This design comes from an exercise in tuning for a short achievable clock period and few clock cycles on the open sky130 flow, not from production work.
Function was checked by simulation only, so behaviour that the tests miss may differ from the original.
Power figures rest on the tool's default switching activity, not on a simulated workload.

==> module ex2Stage, before the edit <==
module ex2Stage (
	input logic CLK,
	input logic RSTB,
	input logic xValid,
	input pipePkg::regMaskT xSrc1h,
	input pipePkg::regIdT xDst,
	input pipePkg::dataT xOperand,
	input logic [4:0] xConst,
	output pipePkg::regMaskT bSrc1h,
	output logic [pipePkg::REG_COUNT-1:0][pipePkg::DATA_WIDTH-1:0] regs,
	output logic wbWrite,
	output pipePkg::regIdT wbDst,
	output pipePkg::dataT wbData
);
	localparam int W = pipePkg::DATA_WIDTH;
	logic bValid;
	pipePkg::regIdT bDst;
	pipePkg::regMaskT bWrite1h;
	logic [3:0] bLow;
	logic [W-5:0] bHigh;
	logic [W-5:0] bHighUp;
	logic [W-5:0] bHighDown;
	logic bUp;
	logic bDown;
	logic [4:0] lowSum;
	logic [W-5:0] high;
	pipePkg::dataT result;
	assign lowSum = 5'(xOperand[3:0]) + 5'(xConst[3:0]);
	always_ff @(posedge CLK or negedge RSTB)
	begin
		if (!RSTB)
		begin
			bValid <= 1'b0;
			bWrite1h <= '0;
		end
		else
		begin
			bValid <= xValid;
			bWrite1h <= xValid ? (pipePkg::regMaskT'(1) << xDst) : '0;
		end
	end
	always_ff @(posedge CLK)
	begin
		bDst <= xDst;
		bSrc1h <= xSrc1h;
		bLow <= lowSum[3:0];
		bHigh <= xOperand[W-1:4];
		bHighUp <= xOperand[W-1:4] + 1'b1;
		bHighDown <= xOperand[W-1:4] - 1'b1;
		bUp <= lowSum[4] & ~xConst[4];
		bDown <= ~lowSum[4] & xConst[4];
	end
	always_comb
	begin
		if (bUp)
			high = bHighUp;
		else if (bDown)
			high = bHighDown;
		else
			high = bHigh;
	end
	assign result = {high, bLow};
	always_ff @(posedge CLK or negedge RSTB)
	begin
		if (!RSTB)
		begin
			for (int r = 0; r < pipePkg::REG_COUNT; r++)
				regs[r] <= '0;
		end
		else
		begin
			for (int r = 0; r < pipePkg::REG_COUNT; r++)
				if (bWrite1h[r])
					regs[r] <= result;
		end
	end
	always_ff @(posedge CLK or negedge RSTB)
	begin
		if (!RSTB)
			wbWrite <= 1'b0;
		else
			wbWrite <= bValid;
	end
	always_ff @(posedge CLK)
	begin
		wbDst <= bDst;
		wbData <= result;
	end
endmodule
Settings: LEC_CHECK=0, CAP_MARGIN=20, CORE_MARGIN=2, CORE_UTILIZATION=60, CTS_CLUSTER_DIAMETER=100, CTS_CLUSTER_SIZE=24, HOLD_SLACK_MARGIN=0.05, SETUP_SLACK_MARGIN=2.0, SLEW_MARGIN=20; clock period 3.6 ns.
run.sh (not shown) runs the stock make flow with config.mk's settings and CLKGATE_MAP_FILE= SYNTH_SCRIPT=/design/flow/synth_recipe.tcl, a recipe that flattens the netlist after the stock synthesis.
Testbench counts at the start, summed over its fixed seeds: cycles 6,241.
Change:
--- a/flow/design.v
+++ b/flow/design.v
@@ -346,9 +346,9 @@
 );
 	localparam int W = pipePkg::DATA_WIDTH;
 	logic bValid;
 	pipePkg::regIdT bDst;
-	pipePkg::regMaskT bWrite1h;
+	pipePkg::regMaskT bDst1h;
 	logic [3:0] bLow;
 	logic [W-5:0] bHigh;
 	logic [W-5:0] bHighUp;
 	logic [W-5:0] bHighDown;
@@ -360,22 +360,17 @@
 	assign lowSum = 5'(xOperand[3:0]) + 5'(xConst[3:0]);
 	always_ff @(posedge CLK or negedge RSTB)
 	begin
 		if (!RSTB)
-		begin
 			bValid <= 1'b0;
-			bWrite1h <= '0;
-		end
 		else
-		begin
 			bValid <= xValid;
-			bWrite1h <= xValid ? (pipePkg::regMaskT'(1) << xDst) : '0;
-		end
 	end
 	always_ff @(posedge CLK)
 	begin
 		bDst <= xDst;
 		bSrc1h <= xSrc1h;
+		bDst1h <= pipePkg::regMaskT'(1) << xDst;
 		bLow <= lowSum[3:0];
 		bHigh <= xOperand[W-1:4];
 		bHighUp <= xOperand[W-1:4] + 1'b1;
 		bHighDown <= xOperand[W-1:4] - 1'b1;
@@ -401,9 +396,9 @@
 		end
 		else
 		begin
 			for (int r = 0; r < pipePkg::REG_COUNT; r++)
-				if (bWrite1h[r])
+				if (bValid && bDst1h[r])
 					regs[r] <= result;
 		end
 	end
 	always_ff @(posedge CLK or negedge RSTB)
Effect:
- The new run produced a clean layout
- synthesized cell count grows by 5.7%
- core utilization is higher by 0.44 points
- cell count went up by about 3.4%
- hold slack gets worse by 0.32 ns
- setup slack loses 0.067 ns
- flip-flop and latch count does not change
- register-to-register slack gets better by 0.02 ns
- non-clock buffer count is lower by 21
- via count rose by about 1.8%
- routed wire length falls by about 0.9%
- sequential share of layout area rose by 0.20 points
- clock power came out lower by about 0.6%
- die area decreases by 0.66%
- design area is lower by about 0.6%
Testbench counts after the change, summed over its fixed seeds: cycles 6,241.

Setup of old:
pipelineTop, a different RTL version from the one above (not shown whole).
For scale: about 3500 cells after synthesis, roughly 50000 um2 of cells after synthesis.
==> module fetchStage, before the edit <==
module fetchStage (
	input logic CLK,
	input logic RSTB,
	input logic imemWrite,
	input pipePkg::pcT imemAddr,
	input pipePkg::instrT imemData,
	input logic run,
	input logic dValid,
	input pipePkg::regIdT dDst,
	output logic fValid,
	output pipePkg::opT fOp,
	output logic fMatch1,
	output logic fMatch2
);
	localparam int N = pipePkg::IMEM_DEPTH;
	localparam int K = pipePkg::SKIP_WINDOW;
	logic [N-1:0] valid;
	logic [N-1:0][pipePkg::OP_WIDTH-1:0] mem;
	pipePkg::opT newOp;
	assign newOp.sub = imemData[pipePkg::SUB3_BIT] | imemData[pipePkg::ADD1_BIT];
	assign newOp.add = imemData[pipePkg::ADD4_BIT] | imemData[pipePkg::ADD1_BIT];
	assign newOp.src = imemData[pipePkg::SRC_LSB +: pipePkg::REG_ID_WIDTH];
	assign newOp.dst = imemData[pipePkg::DST_LSB +: pipePkg::REG_ID_WIDTH];
	logic [N-1:0] wordWrite;
	always_comb
	begin
		for (int i = 0; i < N; i++)
			wordWrite[i] = imemWrite && (imemAddr == pipePkg::pcT'(i));
	end
	always_ff @(posedge CLK)
	begin
		for (int i = 0; i < N; i++)
		begin
			valid[i] <= (valid[i] & ~wordWrite[i])
				| ((|imemData[pipePkg::ADD1_BIT +: 4]) & wordWrite[i]);
			mem[i] <= (mem[i] & ~{pipePkg::OP_WIDTH{wordWrite[i]}})
				| (newOp & {pipePkg::OP_WIDTH{wordWrite[i]}});
		end
	end
	logic [N-1:0] pc;
	logic [N-1:0] pick;
	logic [N-1:0] pickNext;
	logic [N-1:0] pcNext;
	for (genvar i = 0; i < N; i++)
	begin : g_pick
		logic [K:0] clear;
		logic [K-1:0] hit;
		assign clear[0] = 1'b1;
		for (genvar m = 1; m <= K; m++)
		begin : g_clear
			assign clear[m] = clear[m-1] & ~valid[(i - m + N) % N];
		end
		for (genvar m = 0; m < K; m++)
		begin : g_hit
			assign hit[m] = pc[(i - m + N) % N] & clear[m];
		end
		assign pickNext[i] = valid[i] & (|hit);
		assign pcNext[i] = pickNext[(i - 1 + N) % N] | (pc[(i - K + N) % N] & clear[K]);
	end
	localparam int P = 2 * K;
	logic [P-1:0] preValid;
	logic [P:0] preStart;
	logic [P:0] prePick0;
	logic [P:0] preAfter0;
	logic [P:0] prePick1;
	logic [P:0] preAfter1;
	logic preAny0;
	pipePkg::opT preWord;
	logic stale;
	logic reload;
	assign preValid = valid[P-1:0];
	assign reload = !run || stale;
	function automatic logic [2*(P+1)-1:0] preStep(input logic [P:0] at, input logic [P-1:0] v);
		logic [P:0] picked;
		logic [P:0] after;
		logic clr;
		logic hit;
		picked = '0;
		after = '0;
		for (int i = 0; i < P; i++)
		begin
			hit = 1'b0;
			clr = 1'b1;
			for (int m = 0; m < K; m++)
			begin
				if (i - m >= 0)
					hit = hit | (at[i - m] & clr);
				if (i - m - 1 >= 0)
					clr = clr & ~v[i - m - 1];
			end
			picked[i] = v[i] & hit;
		end
		for (int i = 1; i <= P; i++)
		begin
			clr = 1'b1;
			for (int m = 1; m <= K; m++)
				if (i - m >= 0)
					clr = clr & ~v[i - m];
			after[i] = picked[i - 1] | ((i - K >= 0) ? (at[i - K] & clr) : 1'b0);
		end
		preStep = {picked, after};
	endfunction
	assign preStart = (P+1)'(1);
	assign {prePick0, preAfter0} = preStep(preStart, preValid);
	assign {prePick1, preAfter1} = preStep(preAfter0, preValid);
	assign preAny0 = |prePick0;
	always_comb
	begin
		preWord = '0;
		for (int i = 0; i < K; i++)
			preWord |= mem[i] & {pipePkg::OP_WIDTH{prePick0[i]}};
	end
	always_ff @(posedge CLK or negedge RSTB)
	begin
		if (!RSTB)
		begin
			pc <= N'(1);
			pick <= '0;
			stale <= 1'b0;
		end
		else
		begin
			if (reload)
			begin
				pc <= N'(preAfter1);
				pick <= N'(prePick1);
			end
			else
			begin
				pc <= pcNext;
				pick <= pickNext;
			end
			stale <= imemWrite && (imemAddr < pipePkg::pcT'(P));
		end
	end
	localparam int G = 8;
	localparam int SRC_LSB = pipePkg::REG_ID_WIDTH;
	logic [N/G-1:0][pipePkg::OP_WIDTH-1:0] grpWord;
	logic [N/G-1:0][pipePkg::OP_WIDTH-1:0] grpOp;
	logic [N/G-1:0] grpValid;
	pipePkg::opT word;
	always_comb
	begin
		for (int g = 0; g < N / G; g++)
		begin
			grpWord[g] = '0;
			for (int i = g * G; i < (g + 1) * G; i++)
				grpWord[g] |= mem[i] & {pipePkg::OP_WIDTH{pick[i]}};
		end
	end
	always_comb
	begin
		word = '0;
		for (int g = 0; g < N / G; g++)
			word |= grpOp[g];
	end
	logic match1;
	logic match2;
	always_comb
	begin
		match1 = 1'b0;
		match2 = 1'b0;
		for (int g = 0; g < N / G; g++)
		begin
			match1 |= grpValid[g] && (grpOp[g][SRC_LSB +: pipePkg::REG_ID_WIDTH] == fOp.dst);
			match2 |= grpValid[g] && (grpOp[g][SRC_LSB +: pipePkg::REG_ID_WIDTH] == dDst);
		end
		match1 &= fValid;
		match2 &= dValid;
	end
	always_ff @(posedge CLK or negedge RSTB)
	begin
		if (!RSTB)
		begin
			grpValid <= '0;
			fValid <= 1'b0;
		end
		else
		begin
			for (int g = 0; g < N / G; g++)
				grpValid[g] <= |pick[g * G +: G];
			if (reload)
				grpValid[0] <= preAny0;
			fValid <= run && !stale && (|grpValid);
		end
	end
	always_ff @(posedge CLK)
	begin
		grpOp <= grpWord;
		if (reload)
			grpOp[0] <= preWord;
		fOp <= word;
		fMatch1 <= match1;
		fMatch2 <= match2;
	end
endmodule
export LEC_CHECK = 0
export CAP_MARGIN = 20
export CORE_MARGIN = 2
export CORE_UTILIZATION = 60
export CTS_CLUSTER_DIAMETER = 100
export CTS_CLUSTER_SIZE = 24
export HOLD_SLACK_MARGIN = 0.05
export SETUP_SLACK_MARGIN = 2.0
export SLEW_MARGIN = 20
create_clock -name core_clock -period 3.6 [get_ports {CLK}]
old was carried through to the last stage, and its layout satisfied the timing, design-rule and antenna checks.
Testbench counts of old, summed over its fixed seeds: cycles 6,273.
Input changes introduced in new (baseline for comparison: old):
-- flow/design.v --
<<< old, line 50
	assign newOp.src = imemData[pipePkg::SRC_LSB +: pipePkg::REG_ID_WIDTH];
	assign newOp.dst = imemData[pipePkg::DST_LSB +: pipePkg::REG_ID_WIDTH];
	logic [N-1:0] wordWrite;
	always_comb
	begin
		for (int i = 0; i < N; i++)
			wordWrite[i] = imemWrite && (imemAddr == pipePkg::pcT'(i));
	end
	always_ff @(posedge CLK)
	begin
		for (int i = 0; i < N; i++)
		begin
			valid[i] <= (valid[i] & ~wordWrite[i])
				| ((|imemData[pipePkg::ADD1_BIT +: 4]) & wordWrite[i]);
			mem[i] <= (mem[i] & ~{pipePkg::OP_WIDTH{wordWrite[i]}})
				| (newOp & {pipePkg::OP_WIDTH{wordWrite[i]}});
		end
	end
>>> new, line 50
	assign newOp.src = imemData[pipePkg::SRC_LSB +: pipePkg::REG_ID_WIDTH];
	assign newOp.dst = imemData[pipePkg::DST_LSB +: pipePkg::REG_ID_WIDTH];
	always_ff @(posedge CLK)
	begin
		for (int i = 0; i < N; i++)
		begin
			if (imemWrite && (imemAddr == pipePkg::pcT'(i)))
			begin
				valid[i] <= |imemData[pipePkg::ADD1_BIT +: 4];
				mem[i] <= newOp;
			end
		end
	end
Results
- The mean post-synth cell area on old is in line with that on new.
- Of the two candidates, old has the better global-route wire length before repair and new the worse one.
- Total power sits higher in new than in old.
- Per the comparison of new with old, met1 demand-to-capacity share in global routing rose 0.91 points, area of the mapped netlist ~0 delta, switching component of the power climbed 0.21 mW.
- NOTE: final instance area in new exceeds that of old
Testbench counts of new, summed over its fixed seeds: cycles 6,273.

## what the ideal ports hide
The flow's constraints put no driver on any port. The routed layouts listed below were extracted and timed again, unchanged, in two steps.
Step 1 sets driving cells, clkbuf_16 on the clock port and buf_2 on the other inputs (assumed; they add their load-dependent delay and slew).
Step 2 also shifts input and output timing later by t, the mid clock arrival at the registers, as if the neighbouring blocks saw the same clock.
a / b / c = no drivers / after step 1 / after step 2; a / b = the first two.
run | t (ns) | slack for setup (ns) | worst slew at a driven data input, ns
the first run of note 1 | 0.715 | 1.681 / 1.607 / 1.239 | 0.08
the second run of note 1 | 0.716 | 1.614 / 1.539 / 1.161 | 0.14
old | 0.708 | 1.726 / 1.651 / 1.260 | 0.05
new | 0.716 | 1.665 / 1.594 / 1.184 | 0.05
After both steps setup and hold are still met in every run listed. For new, which loses most, drivers alone change the setup slack by -0.071 ns; drivers and shift together by -0.481 ns.
